This design comes from an exercise in tuning for small area on the open sky130 flow, not from production work.
Function was checked by simulation only, so behaviour that the tests miss may differ from the original.
Power is estimated from default activity; no workload was simulated.

### flow/flow/run.sh
#!/bin/bash
# The standard layout (standard.sh), with two changes:
#  - port buffers are the smallest buffer (buf_1) instead of the default choice;
#  - the clock tree uses clkbuf_8 leaves over clusters of up to 15 sinks, and
#    no dummy loads.
export BUFFER_PORTS_ARGS="-buffer_cell sky130_fd_sc_hd__buf_1"
export CTS_ARGS="-sink_clustering_enable -repair_clock_nets -dont_use_dummy_load -buf_list sky130_fd_sc_hd__clkbuf_8 -sink_clustering_size 15 -sink_clustering_max_diameter 50"
bash standard.sh > standard.log 2>&1
### flow/standard.sh
#!/bin/bash
# synth_recipe.tcl (not shown) runs the flow's synth.tcl, then flattens the netlist and writes it again
# the make line also repeats each setting of config.mk as NAME=value (left out here)
make -C /OpenROAD-flow-scripts/flow DESIGN_CONFIG=/design/flow/config.mk WORK_HOME=/design/flow/orfs CLKGATE_MAP_FILE= SYNTH_SCRIPT=/design/flow/synth_recipe.tcl "${@:-finish}"
### flow/constraint.sdc
create_clock -name core_clock -period 5.0 [get_ports {clk}]
set_input_delay 1.0000 -clock core_clock [delete_from_list [all_inputs] [get_ports {clk}]]
set_output_delay 1.0000 -clock core_clock [all_outputs]
set_load 0.01 [all_outputs]
### flow/design.v
package rob_pkg;
    localparam int ROB_SIZE = 16;
    localparam int TAG_W    = 5;
    localparam int DATA_W   = 32;
    localparam int ADDR_W   = 32;
    localparam int REG_W    = 5;
    localparam int IDX_W    = $clog2(ROB_SIZE);
    localparam logic [TAG_W-1:0] EMPTY_TAG = '0;
    typedef struct packed {
        logic [REG_W-1:0]  rd;
        logic              is_branch;
        logic              pred_taken;
        logic [ADDR_W-1:0] pc;
        logic [DATA_W-1:0] data;
        logic              jump;
        logic [ADDR_W-1:0] target;
    } rob_entry_t;
    function automatic logic [TAG_W-1:0] idx_to_tag(input logic [IDX_W-1:0] idx);
        idx_to_tag = {{(TAG_W-IDX_W){1'b0}}, idx} + 1'b1;
    endfunction
endpackage
import rob_pkg::*;
module rob (
    input  logic              clk,
    input  logic              rst,
    input  logic              rdy,
    input  logic              issue_valid,
    input  logic [REG_W-1:0] issue_rd,
    input  logic              issue_is_branch,
    input  logic              issue_pred_taken,
    input  logic [ADDR_W-1:0] issue_pc,
    input  logic              ex_valid,
    input  logic [TAG_W-1:0] ex_tag,
    input  logic [DATA_W-1:0] ex_data,
    input  logic              ex_jump,
    input  logic [ADDR_W-1:0] ex_target,
    output logic              if_idle,
    output logic [TAG_W-1:0] alloc_tag,
    output logic [TAG_W-1:0] tag_renew,
    output logic [DATA_W-1:0] data_renew,
    output logic              commit_valid,
    output logic [REG_W-1:0] commit_rd,
    output logic [DATA_W-1:0] commit_data,
    output logic [TAG_W-1:0] commit_tag,
    output logic              clear,
    output logic [ADDR_W-1:0] redirect_pc
);
    logic [ROB_SIZE-1:0] ready;
    logic [ROB_SIZE-1:0] ent_pt;                  
    logic [ROB_SIZE-1:0] ent_pt_d;
    logic [REG_W-1:0]    ent_rd   [ROB_SIZE];     
    logic [REG_W-1:0]    ent_rd_d [ROB_SIZE];
    logic [DATA_W-1:0]   slot_q   [ROB_SIZE];     
    logic [DATA_W-1:0]   slot_d   [ROB_SIZE];
    logic                phase;
    logic [IDX_W-1:0]    head;
    logic [IDX_W-1:0]    tail;
    logic                full;
    logic                pend_v;
    logic [IDX_W-1:0]    pend_idx;
    logic                pend_j;
    logic [DATA_W-1:0]   pend_data;
    logic [IDX_W-1:0]    res_code;
    logic                wr_en;
    logic                do_issue;
    logic                do_result;
    logic                do_commit;
    logic                mispredict;
    logic                res_pt;
    logic                res_b0;
    logic                res_pt_raw;
    logic                res_s0;
    logic [DATA_W-1:0]   res_val;
    logic                res_mis;
    logic                res_older;
    logic                keep_pc;
    logic [ADDR_W-1:0]   issue_val;
    logic [ADDR_W-1:0]   issue_col;
    logic [DATA_W-1:0]   res_col;
    logic [REG_W-1:0]    rd_col;
    logic                pt_col;
    logic [REG_W-1:0]    head_rd_raw;
    logic [ROB_SIZE-1:0] head_oh, res_oh, we_is, we_r, hold;
    logic [REG_W-1:0]    head_rd;
    logic [DATA_W-1:0]   head_raw;
    logic [DATA_W-1:0]   head_val;
    assign if_idle   = !full;
    assign alloc_tag = {tail == '0, tail};
    assign res_code   = ex_tag[IDX_W-1:0];
    assign wr_en      = rdy && !rst;
    assign do_issue   = issue_valid && !full && !clear;
    assign do_result  = ex_valid && (ex_tag != EMPTY_TAG) && !clear;
    assign do_commit  = |(ready & head_oh);
    assign mispredict = do_commit && pend_v && (pend_idx == head);
    always_comb
        for (int i = 0; i < ROB_SIZE; i++) begin
            head_oh[i] = (head == IDX_W'(i + 1));
            res_oh[i]  = (res_code == IDX_W'(i + 1));
        end
    rob_rdmux #(.W(2)) u_res_rd (
        .sel(res_oh),
        .din({ent_pt[15], slot_q[15][0], ent_pt[14], slot_q[14][0],
              ent_pt[13], slot_q[13][0], ent_pt[12], slot_q[12][0],
              ent_pt[11], slot_q[11][0], ent_pt[10], slot_q[10][0],
              ent_pt[9],  slot_q[9][0],  ent_pt[8],  slot_q[8][0],
              ent_pt[7],  slot_q[7][0],  ent_pt[6],  slot_q[6][0],
              ent_pt[5],  slot_q[5][0],  ent_pt[4],  slot_q[4][0],
              ent_pt[3],  slot_q[3][0],  ent_pt[2],  slot_q[2][0],
              ent_pt[1],  slot_q[1][0],  ent_pt[0],  slot_q[0][0]}),
        .dout({res_pt_raw, res_s0}));
    assign res_pt    = res_pt_raw ^ phase;
    assign res_b0    = res_s0 ^ phase;
    assign res_mis   = res_pt ? !ex_jump : (res_b0 && ex_jump);
    assign res_older = !pend_v || ((res_code - head) < (pend_idx - head));
    assign keep_pc   = res_mis && !ex_jump;
    assign res_val   = res_mis ? ex_target : ex_data;
    rob_rdmux #(.W(REG_W+DATA_W)) u_head_rd (
        .sel(head_oh),
        .din({ent_rd[15], slot_q[15], ent_rd[14], slot_q[14],
              ent_rd[13], slot_q[13], ent_rd[12], slot_q[12],
              ent_rd[11], slot_q[11], ent_rd[10], slot_q[10],
              ent_rd[9],  slot_q[9],  ent_rd[8],  slot_q[8],
              ent_rd[7],  slot_q[7],  ent_rd[6],  slot_q[6],
              ent_rd[5],  slot_q[5],  ent_rd[4],  slot_q[4],
              ent_rd[3],  slot_q[3],  ent_rd[2],  slot_q[2],
              ent_rd[1],  slot_q[1],  ent_rd[0],  slot_q[0]}),
        .dout({head_rd_raw, head_raw}));
    assign head_val = head_raw ^ {DATA_W{phase}};
    assign head_rd  = head_rd_raw ^ {REG_W{phase}};
    assign issue_val = {issue_pc[ADDR_W-1:1],
                        issue_is_branch && (!issue_pred_taken || issue_pc[0])};
    always_comb
        for (int i = 0; i < ROB_SIZE; i++) begin
            we_is[i] = wr_en && do_issue && (tail == IDX_W'(i + 1));
            we_r[i]  = wr_en && do_result && !keep_pc && res_oh[i];
            hold[i]  = !(we_is[i] || we_r[i]);
        end
    assign issue_col = issue_val ^ {ADDR_W{phase}};
    assign res_col   = res_val ^ {DATA_W{phase}};
    assign rd_col    = issue_rd ^ {REG_W{phase}};
    assign pt_col    = (issue_is_branch && issue_pred_taken) ^ phase;
    for (genvar i = 0; i < ROB_SIZE; i++) begin : g_slot
        for (genvar b = 0; b < DATA_W; b++) begin : g_bit
            rob_aoi222 u (.a1(we_is[i]), .a2(issue_col[b]),
                          .b1(we_r[i]),  .b2(res_col[b]),
                          .c1(hold[i]),  .c2(slot_q[i][b]), .y(slot_d[i][b]));
        end
        for (genvar b = 0; b < REG_W; b++) begin : g_rd
            rob_oai22 u (.a1(!we_is[i]), .a2(rd_col[b]),
                         .b1(we_is[i]),  .b2(ent_rd[i][b]), .y(ent_rd_d[i][b]));
        end
        rob_oai22 u_pt (.a1(!we_is[i]), .a2(pt_col),
                        .b1(we_is[i]),  .b2(ent_pt[i]), .y(ent_pt_d[i]));
    end
    always_ff @(posedge clk) begin
        for (int i = 0; i < ROB_SIZE; i++) begin
            slot_q[i] <= slot_d[i];
            ent_rd[i] <= ent_rd_d[i];
        end
        ent_pt <= ent_pt_d;
        phase  <= !phase && !rst;
    end
    always_ff @(posedge clk) begin
        if (rst) begin
            ready        <= '0;
            head         <= IDX_W'(1);
            tail         <= IDX_W'(1);
            full         <= 1'b0;
            pend_v       <= 1'b0;
            tag_renew    <= EMPTY_TAG;
            data_renew   <= '0;
            commit_valid <= 1'b0;
            commit_rd    <= '0;
            commit_data  <= '0;
            commit_tag   <= EMPTY_TAG;
            clear        <= 1'b0;
            redirect_pc  <= '0;
        end else if (rdy) begin
            commit_valid <= do_commit;
            clear        <= mispredict;
            tag_renew    <= do_result ? ex_tag : EMPTY_TAG;
            if (do_issue)
                tail <= tail + 1'b1;
            if (do_result) begin
                ready <= ready | res_oh;
                data_renew     <= ex_data;
            end
            if (do_result && res_mis && res_older) begin
                pend_v   <= 1'b1;
                pend_idx <= res_code;
                pend_j    <= ex_jump;
                pend_data <= ex_data;
            end
            if (do_commit) begin
                commit_rd     <= head_rd;
                commit_data   <= mispredict ? pend_data : head_val;
                commit_tag    <= {head == '0, head};
                ready         <= (ready | (do_result ? res_oh : '0)) & ~head_oh;
                head          <= head + 1'b1;
                full          <= 1'b0;
            end else if (do_issue && (tail + 1'b1 == head)) begin
                full          <= 1'b1;
            end
            if (mispredict) begin
                redirect_pc <= head_val + {pend_j ? 3'd0 : 3'd4};
                ready       <= '0;
                head        <= IDX_W'(1);
                tail        <= IDX_W'(1);
                full        <= 1'b0;
                pend_v      <= 1'b0;
            end
        end
    end
endmodule
module rob_rdmux #(
    parameter int W = 1
) (
    input  logic [15:0]     sel,
    input  logic [16*W-1:0] din,
    output logic [W-1:0]    dout
);
    for (genvar b = 0; b < W; b++) begin : g_bit
        logic [5:0] t;
        for (genvar k = 0; k < 5; k++) begin : g_aoi3
            rob_aoi222 u (.a1(sel[3*k]),   .a2(din[(3*k)*W+b]),
                          .b1(sel[3*k+1]), .b2(din[(3*k+1)*W+b]),
                          .c1(sel[3*k+2]), .c2(din[(3*k+2)*W+b]), .y(t[k]));
        end
        rob_nand2 u_n (.a(sel[15]), .b(din[15*W+b]), .y(t[5]));
        rob_nand6 u_or (.a(t), .y(dout[b]));
    end
endmodule
module rob_aoi222 (
    input  logic a1, a2, b1, b2, c1, c2,
    output logic y
);
    assign y = !((a1 && a2) || (b1 && b2) || (c1 && c2));
endmodule
module rob_oai22 (
    input  logic a1, a2, b1, b2,
    output logic y
);
    assign y = !((a1 || a2) && (b1 || b2));
endmodule
module rob_nand2 (
    input  logic a, b,
    output logic y
);
    assign y = !(a && b);
endmodule
module rob_nand6 (
    input  logic [5:0] a,
    output logic       y
);
    assign y = !(&a);
endmodule
### flow/config.mk
export PLATFORM = sky130hd
export DESIGN_NAME = rob
export DESIGN_NICKNAME = rob
export VERILOG_FILES = /design/flow/design.v
export SDC_FILE = /design/flow/constraint.sdc
export NUM_CORES = 4
export LEC_CHECK = 0
export CAP_MARGIN = 10
export CORE_MARGIN = 2
export CORE_UTILIZATION = 60
export SLEW_MARGIN = 10
export SYNTH_HIERARCHICAL = 1
==> summary.txt <==
- MaxCap Viol Count: 0
- Worst Hold Class: reg2reg
- DR pass1 iterations: 17
- Worst-path fanout max: 12
- Fmax: 207.5 MHz
- Crit path DAT: 5400 ps
- Hpwl dp: 76840 um
- CTS clk-pin slew, worst paths: 90 ps
- GRT Overall Usage: 0.4552
- Number of synthesized flops with an enable pin: 37
- Power, Total: 14.18 mW
- Final WL: 124700 um
- Clock buffer depth: 3
- Area of the core: 49970 um2
- Async set-reset flop share out of synthesis: 0
- RD Place Congestion: 1.007
- Worst VDD drop: 0.0003550 V
- Synth warn: 13
- First-pass GRT wire length: 182200 um
- Post-synth top area share: 0.4954
- Area grow syn2layout: 13.78%
- TritonCTS clock tree: yes
- Setup Viol. Count Final: 0
- Die Width: 228.5 um
- Die Y: 228.5 um
- Setup TNS: 0 ps
- Share of cells above drive strength 1: 0.1046
- Status: complete, no violations
- Mux cell area share after synthesis: 0.01225
- Violation count after the first detailed-route iteration: 8157
- Final Net Count: 3158
- Largest family of logic cells by synthesized area: compound AO/OA/AOI/OAI gates
- Net Count, Synth: 2770
- Vias in the first global route: 29186
- CP Class: reg2reg
- Clk_skew: 93.63 ps
- XOR/XNOR Fraction of Synth Area: 0.04201
- Clock sink count: 785
- TritonCTS buffer count: 68
- Slew HR: 0.1104
- Tmin final: 4820 ps
- Compound-Gate Fraction of Synth Area: 0.3039
- IO buf count: 232
- RSZ-0062 raised after global routing: false
- H-tree depth: 3
- Synth top area cells: dfxtp_1, a222oi_1, edfxtp_1
- Cells after synthesis: 2635
- Crit. End Element: flop
- Largest net degree at the start of global routing: 67
- FP Rows: 82
- Initial antenna violation count: 4
- Post-Synth Simple-Gate Area: 0.08370
- Vias per cell: 8.262
- Synth area leader: dfxtp_1
- Residual DRC: 0
- Synth Flop Type: dfxtp_1
- Count of state elements after synthesis: 785
- Worst skew pair latency: 730 ps
- Avg Synthesized Cell Area: 11.47 um2
- Final Hold Vio Count: 0
- Root buf cell: clkbuf_8
- Post-route setup slack: 179.7 ps
- Final period util: 0.9641
- Mapped Area: 30230 um2
- Pins over their slew limit: 0
- DP Cell Count: 3624
- Grt ovf: 0
- Slew @ Worst Pin: 1330 ps
- I/O pins: 233
- Fin cells: 3696
- Startpoint Class: flop
- PwrDens: 412.4 nW/um2
- Via Count: 30537
- Area share of fa/ha/maj cells after synthesis: 0.009189
- Static Leak: 11.99 nW
- Yosys cell types: 68
- WP data required: 5580 ps
- Post-DRT Antenna Nets: 0
- Die area: 52190 um2
- Worst slack, placed: 97.35 ps
- Initial core utilization: 0.6050
- CTS Hold Buffers Added: 0
- Mean routed wirelength per cell: 33.74 um
- Seq/Total Area, Yosys: 0.5321
-- worst max-delay path, cell delays in order, from the launching register on --
cell and delay, ps:
dfxtp_2 400, ha_1 390, and2_1 440, buf_4 330, buf_4 210, a222oi_1 370, and4_1 300, nand3_1 480
nor3_1 400, a22oi_1 260, nor4_4 590, nand3_1 150, xor2_1 190, a22o_1 210
-- per-layer routing --
| metal | track usage | part of all wire | vias up |
|---|---|---|---|
| li1 | - | - | 12357 |
| met1 | 0.5841 | 0.35 | 14634 |
| met2 | 0.6588 | 0.41 | 2907 |
| met3 | 0.1702 | 0.17 | 637 |
| met4 | 0.2604 | 0.066 | 2 |
| met5 | 0 | 0.00012 | - |
-- Yosys stat by module (local to each module, per instance), a selection --
module | area, um2 | flops+latches | times used | cells
rob | 21870 | 785 | 1 | 1715
rob_aoi222 | 10.01 | 0 | 707 | 1
rob_nand2 | 3.754 | 0 | 39 | 1
rob_nand6 | 13.76 | 0 | 39 | 2
rob_oai22 | 6.256 | 0 | 96 | 1
-- Yosys cell counts, types with 6 or more instances --
cell / number
a211oi_1: 7
nand2b_1: 8
mux2i_1: 37
xnor2_1: 87
a22oi_1: 6
and3_1: 6
edfxtp_1: 37
nand3_1: 65
o21a_1: 17
nand4_1: 8
buf_2: 36
ha_1: 19
a222oi_1: 709
o21ai_0: 8
nand2_1: 198
o22ai_1: 97
nor4_1: 6
a21oi_1: 102
nor2_1: 65
nor2b_1: 7
inv_1: 35
nor3_1: 40
and2_1: 14
o211ai_1: 31
dfxtp_1: 748
and4_1: 41
xor2_1: 58
clkbuf_1: 44
a22o_1: 30
-- timing repair --
item	in CTS	in global routing
buffers inserted	0	1
gates resized for setup	0	2
setup endpoints to repair	0	14
-- per-stage QoR --
| step | instance area, um2 | hold slack (ps) | utilization |
|---|---|---|---|
| 2_1_floorplan | 30510 | 424.9 | - |
| 6_report | 34390 | 452.3 | 0.6883 |
| 3_3_place_gp | 33320 | 435.9 | 0.6669 |
| 3_5_place_dp | 33330 | 440.9 | 0.6670 |
| 4_1_cts | 34260 | 453.7 | 0.6857 |
| 5_1_grt | 34390 | 463.6 | 0.6883 |
-- state kept, by name, summed over array words and instances, names as in the netlist --
register	flops
slot_q	512
ent_rd	80
commit_data	32
data_renew	32
pend_data	32
redirect_pc	32
ent_pt	16
ready	16
commit_rd	5
commit_tag	5
tag_renew	5
head	4
pend_idx	4
tail	4
clear	1
commit_valid	1
full	1
pend_j	1
pend_v	1
phase	1
-- cells by family (layout without fill, tap and decap cells) --
kind of cell               count (synthesis)  in the layout
adders and majority gates                 21             21
muxes                                     37             37
and+or+nand+nor                          496            496
xor gates and xnor gates                 145            145
other                                      0              3
DFF                                      785            785
buffers and inverters                    120            506
AOI/OAI and AO/OA                       1031           1031
-- cell usage in the layout (no fill, tap or decap), types with 16 or more instances in the layout --
master      n
dfxtp_1   745
a222oi_1  709
buf_1     231
nand2_1   194
buf_4     156
a21oi_1   102
o22ai_1    97
xnor2_1    83
clkbuf_8   68
nand3_1    65
nor2_1     49
xor2_1     47
and4_1     41
mux2i_1    37
edfxtp_1   37
inv_1      35
o211ai_1   31
nor3_1     30
a22o_1     30
ha_1       19
nor2_2     16
o21a_1     16
-- power by group --
part	switching [mW]	internal, mW
Sequential	0.623	7.42
Combinational	1.67	1.20
Clock	2.05	1.22
Total	4.34	9.84
-- path summary, 6_finish.rpt --
path                                                  start                            to  slack [ps]  depth (start not counted)
worst max-delay path                   head[0]$_SDFFE_PP1P_  redirect_pc[27]$_SDFFE_PP0P_         180                         13
worst min register to register  commit_data[5]$_SDFFE_PP0P_   commit_data[5]$_SDFFE_PP0P_         450                          2
worst min-delay path            commit_data[5]$_SDFFE_PP0P_   commit_data[5]$_SDFFE_PP0P_         450                          2
worst max register to register         head[0]$_SDFFE_PP1P_  redirect_pc[27]$_SDFFE_PP0P_         180                         13
-- layout make-up --
class	count	area, um2
well taps	672	840.8
repair buffers	402	2326
clock buffers	68	935.9
flip-flops and latches	785	16090
diodes	3	7.507
multi-input cells	1730	14060
fillers	3845	15570
inverters	36	135.1

[separate check: timing with driven ports]
Ports are ideal in the flow. The routed layout listed here was re-timed in OpenROAD.
Step 1 sets driving cells, clkbuf_16 on the clock port and buf_2 on the other inputs (assumed; they add their load-dependent delay and slew).
Step 2 also shifts input and output timing later by t, the mid clock arrival at the registers, as if the neighbouring blocks saw the same clock.
Three values: no drivers, after step 1, after step 2; two values: the first two.
t (ns): 0.737
setup slack, ns: 0.180 / 0.180 / -0.085
hold slack, ns: 0.452 / 0.452 / 0.452
With both steps, setup timing fails in this run, where it was met with ideal ports. For this run, drivers alone change the setup slack by 0.000 ns; drivers and shift together by -0.265 ns.
